Context: an optimization exercise on an open-source flow, tuned for small area and a short achievable clock period. The choices shown serve that exercise and are no tape-out recipe. In this exercise RTL edits were held to simulation tests only and were not proved equivalent to the original.

==> module chess_top, before the edit <==
module chess_top (
    input  logic         clk,
    input  logic         rstn,
    input  logic [2:0]   cursor_x,
    input  logic [2:0]   cursor_y,
    input  logic         is_pressed,
    output logic [1:0]   state,
    output logic [767:0] board_data,
    output logic [2:0]   sound_code,
    output logic         play_sound
);
    logic         prev_pressed;
    logic         turn;           
    logic         has_sel;
    logic [2:0]   sx, sy;         
    logic [2:0]   skind;          
    logic [255:0] brd;            
    wire [2:0] cx = cursor_x;
    wire [2:0] cy = cursor_y;
    wire [5:0] cpos = {cy, cx};
    wire [5:0] spos = {sy, sx};
    logic [63:0] cur_oh, sel_oh, occ;
    for (genvar i = 0; i < 64; i++) begin : g_dec
        assign cur_oh[i] = (cpos == 6'(i));
        assign sel_oh[i] = has_sel && (spos == 6'(i));
        assign occ[i]    = |brd[i*4 +: 3];
    end
    wire [31:0] t_rank = brd[{cy, 5'b00000} +: 32];
    wire [3:0]  t      = t_rank[{cx, 2'b00} +: 4];
    wire       t_occ  = |t[2:0];
    wire       t_king = (t[2:0] == 3'd1);
    wire       own    = t_occ && (t[3] == turn);
    wire       on_sel = has_sel && (cpos == spos);
    wire       click  = is_pressed && !prev_pressed && !state[1];
    wire [3:0] ddx = {1'b0, cx} - {1'b0, sx};
    wire [3:0] ddy = {1'b0, cy} - {1'b0, sy};
    wire zx  = (cx == sx);
    wire zy  = (cy == sy);
    wire ax1 = (ddx == 4'd1) || (ddx == 4'hf);
    wire ay1 = (ddy == 4'd1) || (ddy == 4'hf);
    wire ax2 = (ddx == 4'd2) || (ddx == 4'he);
    wire ay2 = (ddy == 4'd2) || (ddy == 4'he);
    wire [3:0] cdiff = {1'b0, cx} - {1'b0, cy};
    wire [3:0] csum  = {1'b0, cx} + {1'b0, cy};
    wire [3:0] sdiff = {1'b0, sx} - {1'b0, sy};
    wire [3:0] ssum  = {1'b0, sx} + {1'b0, sy};
    wire on_d1 = (cdiff == sdiff);
    wire on_d2 = (csum == ssum);
    wire straight = zx ^ zy;
    wire diagonal = (on_d1 || on_d2) && !zy;
    wire  [2:0] dsum  = sx + sy;
    wire  [2:0] ddiff = sy - sx;
    logic [7:0] oh, od1, od2, o_file, bx, by;
    always_comb begin
        for (int k = 0; k < 8; k++) begin
            oh[k]     = occ[{sy, 3'(k)}];
            od1[k]    = occ[{3'(ddiff + 3'(k)), 3'(k)}];
            od2[k]    = occ[{3'(dsum - 3'(k)), 3'(k)}];
            o_file[k] = occ[{3'(k), sx}];
            bx[k]     = ((sx < 3'(k)) && (3'(k) < cx)) || ((cx < 3'(k)) && (3'(k) < sx));
            by[k]     = ((sy < 3'(k)) && (3'(k) < cy)) || ((cy < 3'(k)) && (3'(k) < sy));
        end
    end
    wire clear_h  = !(|(oh & bx));
    wire clear_d1 = !(|(od1 & bx));
    wire clear_d2 = !(|(od2 & bx));
    wire clear_f  = !(|(o_file & by));
    wire path_clear = zx ? clear_f : zy ? clear_h : on_d1 ? clear_d1 : clear_d2;
    wire fwd_one = turn ? (ddy == 4'hf) : (ddy == 4'd1);
    wire fwd_two = turn ? (sy == 3'd6 && cy == 3'd4) : (sy == 3'd1 && cy == 3'd3);
    wire pawn_ok   = (zx && fwd_one && !t_occ)
                  || (zx && fwd_two && path_clear && !t_occ)
                  || (ax1 && fwd_one && t_occ);
    wire knight_ok = (ax1 && ay2) || (ax2 && ay1);
    wire king_ok   = (zx || ax1) && (zy || ay1);
    logic legal;
    always_comb begin
        case (skind)
            3'd6:    legal = pawn_ok;
            3'd4:    legal = knight_ok;
            3'd1:    legal = king_ok;
            3'd5:    legal = straight && path_clear;
            3'd3:    legal = diagonal && path_clear;
            3'd2:    legal = (straight || diagonal) && path_clear;
            default: legal = 1'b0;
        endcase
    end
    wire do_desel = click && on_sel;
    wire do_sel   = click && !on_sel && own;
    wire move     = click && !on_sel && !own && has_sel && legal;
    always_ff @(posedge clk or negedge rstn) begin
        if (!rstn) begin
            prev_pressed <= 1'b0;
            turn         <= 1'b0;
            has_sel      <= 1'b0;
            state        <= 2'b01;
            sound_code   <= 3'd0;
            play_sound   <= 1'b0;
        end else begin
            prev_pressed <= is_pressed;
            play_sound   <= click;
            if (click) begin
                if (on_sel) begin
                    has_sel    <= 1'b0;
                    sound_code <= 3'd2;
                end else if (own) begin
                    has_sel    <= 1'b1;
                    sound_code <= 3'd1;
                end else if (move) begin
                    has_sel    <= 1'b0;
                    turn       <= ~turn;
                    if (t_king) begin
                        sound_code <= 3'd7;
                        state      <= turn ? 2'b10 : 2'b11;
                    end else begin
                        sound_code <= t_occ ? 3'd4 : 3'd3;
                    end
                end else begin
                    sound_code <= 3'd5;
                end
            end
        end
    end
    always_ff @(posedge clk) begin
        if (do_sel) begin
            sx    <= cx;
            sy    <= cy;
            skind <= t[2:0];
        end
    end
    for (genvar i = 0; i < 64; i++) begin : g_sq
        localparam int X = i % 8;
        localparam int Y = i / 8;
        localparam logic [2:0] BACK = (X == 0 || X == 7) ? 3'd5 :
                                      (X == 1 || X == 6) ? 3'd4 :
                                      (X == 2 || X == 5) ? 3'd3 :
                                      (X == 3)           ? 3'd2 : 3'd1;
        localparam logic [3:0] INIT = (Y == 0) ? {1'b0, BACK} :
                                      (Y == 1) ? 4'b0110 :
                                      (Y == 6) ? 4'b1110 :
                                      (Y == 7) ? {1'b1, BACK} : 4'b0000;
        always_ff @(posedge clk or negedge rstn) begin
            if (!rstn) begin
                brd[i*4 +: 4] <= INIT;
            end else if (move && (cur_oh[i] || sel_oh[i])) begin
                brd[i*4 +: 4] <= cur_oh[i] ? {turn, skind} : 4'b0000;
            end
        end
        assign board_data[i*12 +: 12] = {2'b00, sel_oh[i], cur_oh[i] | sel_oh[i],
                                         3'b000, occ[i], brd[i*4 +: 4]};
    end
endmodule
export LEC_CHECK = 0
export CAP_MARGIN = 20
export CORE_MARGIN = 2
export CORE_UTILIZATION = 40
export SETUP_SLACK_MARGIN = 4
export SLEW_MARGIN = 20
export TNS_END_PERCENT = 10
create_clock -name core_clock -period 10.0 [get_ports {clk}]
standard.sh (not shown) runs the stock make flow with config.mk's settings and CLKGATE_MAP_FILE= SYNTH_SCRIPT=/design/flow/synth_recipe.tcl, a recipe that flattens the netlist after the stock synthesis.
==> flow/flow/run.sh <==
#!/bin/bash
# Standard ORFS layout with three changes: port buffers are the smallest
# buffer, constant output ports share tie cells with their neighbours on the
# die edge, and CTS uses no dummy loads.
set -euo pipefail
R=$PWD/orfs/results/sky130hd/chess_top/base
cfg() { sed -n "s/^export $1 *= *//p" config.mk | tail -1; }
BUFS=$(cfg CTS_BUF_LIST)
[ -n "$BUFS" ] || BUFS="sky130_fd_sc_hd__clkbuf_2 sky130_fd_sc_hd__clkbuf_4 sky130_fd_sc_hd__clkbuf_8"
CTS="-sink_clustering_enable -repair_clock_nets -dont_use_dummy_load -buf_list {$BUFS}"
[ -z "$(cfg CTS_CLUSTER_SIZE)" ] || CTS="$CTS -sink_clustering_size $(cfg CTS_CLUSTER_SIZE)"
[ -z "$(cfg CTS_CLUSTER_DIAMETER)" ] || CTS="$CTS -sink_clustering_max_diameter $(cfg CTS_CLUSTER_DIAMETER)"
export CTS_ARGS="$CTS"
echo "CTS_ARGS=$CTS_ARGS" > log_cts_args.txt
export BUFFER_PORTS_ARGS="-buffer_cell sky130_fd_sc_hd__buf_1"
bash standard.sh synth > log_synth.txt 2>&1
bash standard.sh $R/3_2_place_iop.odb > log_floorplan_iop.txt 2>&1
REGROUP_ODB=$R/3_2_place_iop.odb openroad -no_init -exit flow/regroup.tcl > log_regroup.txt 2>&1
bash standard.sh > log_finish.txt 2>&1
Other scripts of this flow, unchanged in this note and not shown: flow/flow/regroup.tcl
Then changed:
--- a/flow/design.v
+++ b/flow/design.v
@@ -69,38 +69,31 @@
     wire zx  = (cx == sx);
     wire zy  = (cy == sy);
     wire ax1 = (ddx == 4'd1) || (ddx == 4'hf);
     wire ay1 = (ddy == 4'd1) || (ddy == 4'hf);
     wire ax2 = (ddx == 4'd2) || (ddx == 4'he);
     wire ay2 = (ddy == 4'd2) || (ddy == 4'he);
-    wire [3:0] cdiff = {1'b0, cx} - {1'b0, cy};
-    wire [3:0] csum  = {1'b0, cx} + {1'b0, cy};
-    wire [3:0] sdiff = {1'b0, sx} - {1'b0, sy};
-    wire [3:0] ssum  = {1'b0, sx} + {1'b0, sy};
-    wire on_d1 = (cdiff == sdiff);
-    wire on_d2 = (csum == ssum);
+    wire on_d1 = (ddx == ddy);
+    wire on_d2 = (4'(ddx + ddy) == 4'd0);
     wire straight = zx ^ zy;
     wire diagonal = (on_d1 || on_d2) && !zy;
+    wire same_dir = (cx > sx) == (cy > sy);
     wire  [2:0] dsum  = sx + sy;
     wire  [2:0] ddiff = sy - sx;
-    logic [7:0] oh, od1, od2, o_file, bx, by;
+    logic [7:0] o_line, o_file, bx, by;
     always_comb begin
         for (int k = 0; k < 8; k++) begin
-            oh[k]     = occ[{sy, 3'(k)}];
-            od1[k]    = occ[{3'(ddiff + 3'(k)), 3'(k)}];
-            od2[k]    = occ[{3'(dsum - 3'(k)), 3'(k)}];
+            logic [2:0] ly;
+            ly        = zy ? sy : same_dir ? 3'(ddiff + 3'(k)) : 3'(dsum - 3'(k));
+            o_line[k] = occ[{ly, 3'(k)}];
             o_file[k] = occ[{3'(k), sx}];
             bx[k]     = ((sx < 3'(k)) && (3'(k) < cx)) || ((cx < 3'(k)) && (3'(k) < sx));
             by[k]     = ((sy < 3'(k)) && (3'(k) < cy)) || ((cy < 3'(k)) && (3'(k) < sy));
         end
     end
-    wire clear_h  = !(|(oh & bx));
-    wire clear_d1 = !(|(od1 & bx));
-    wire clear_d2 = !(|(od2 & bx));
-    wire clear_f  = !(|(o_file & by));
-    wire path_clear = zx ? clear_f : zy ? clear_h : on_d1 ? clear_d1 : clear_d2;
+    wire path_clear = zx ? !(|(o_file & by)) : !(|(o_line & bx));
     wire fwd_one = turn ? (ddy == 4'hf) : (ddy == 4'd1);
     wire fwd_two = turn ? (sy == 3'd6 && cy == 3'd4) : (sy == 3'd1 && cy == 3'd3);
     wire pawn_ok   = (zx && fwd_one && !t_occ)
                   || (zx && fwd_two && path_clear && !t_occ)
                   || (ax1 && fwd_one && t_occ);
     wire knight_ok = (ax1 && ay2) || (ax2 && ay1);
The changed run completed with no timing, DRC or antenna violations.
Worst hold slack barely changes.
Maximum frequency shrinks by 2.9%.
Cell count came out higher by 1.9%.
Critical path depth rises by 2.
Final area decreases by 2.7%.
Utilization is higher by 0.97 points.
Via count goes down by 4.4%.
Worst setup slack is worse by 0.18 ns.

-- afterwards: timing with drivers on the ports --
In the flow no input, the clock included, has a driving cell. The finished layouts below were timed again as built, in two steps.
Step 1 sets driving cells, clkbuf_16 on the clock port and buf_2 on the other inputs (assumed; they add their load-dependent delay and slew).
Step 2 adds t to the input delays and takes it off the output delays; t is the mean of the earliest and latest rising clock arrival at the registers after step 1. Input paths then give back, and output paths get back, about the clock's delay inside the block.
Slacks: ideal / step 1 / step 2; pairs: ideal / step 1.
run	t, ns	setup slack, ns	worst hold slack (ns)	latest minus earliest clock arrival (ns)	worst register clock-pin slew, ns
the first run	0.625	3.964 / 3.887 / 3.439	0.477 / 0.477 / 0.477	0.049 / 0.049	0.07 / 0.07
the second run	0.629	3.786 / 3.762 / 3.314	0.477 / 0.477 / 0.477	0.029 / 0.029	0.07 / 0.07
After both steps every run listed still meets setup and hold. The setup slack of the first run, which loses most, moves by -0.077 ns with the drivers and by -0.525 ns with both steps.
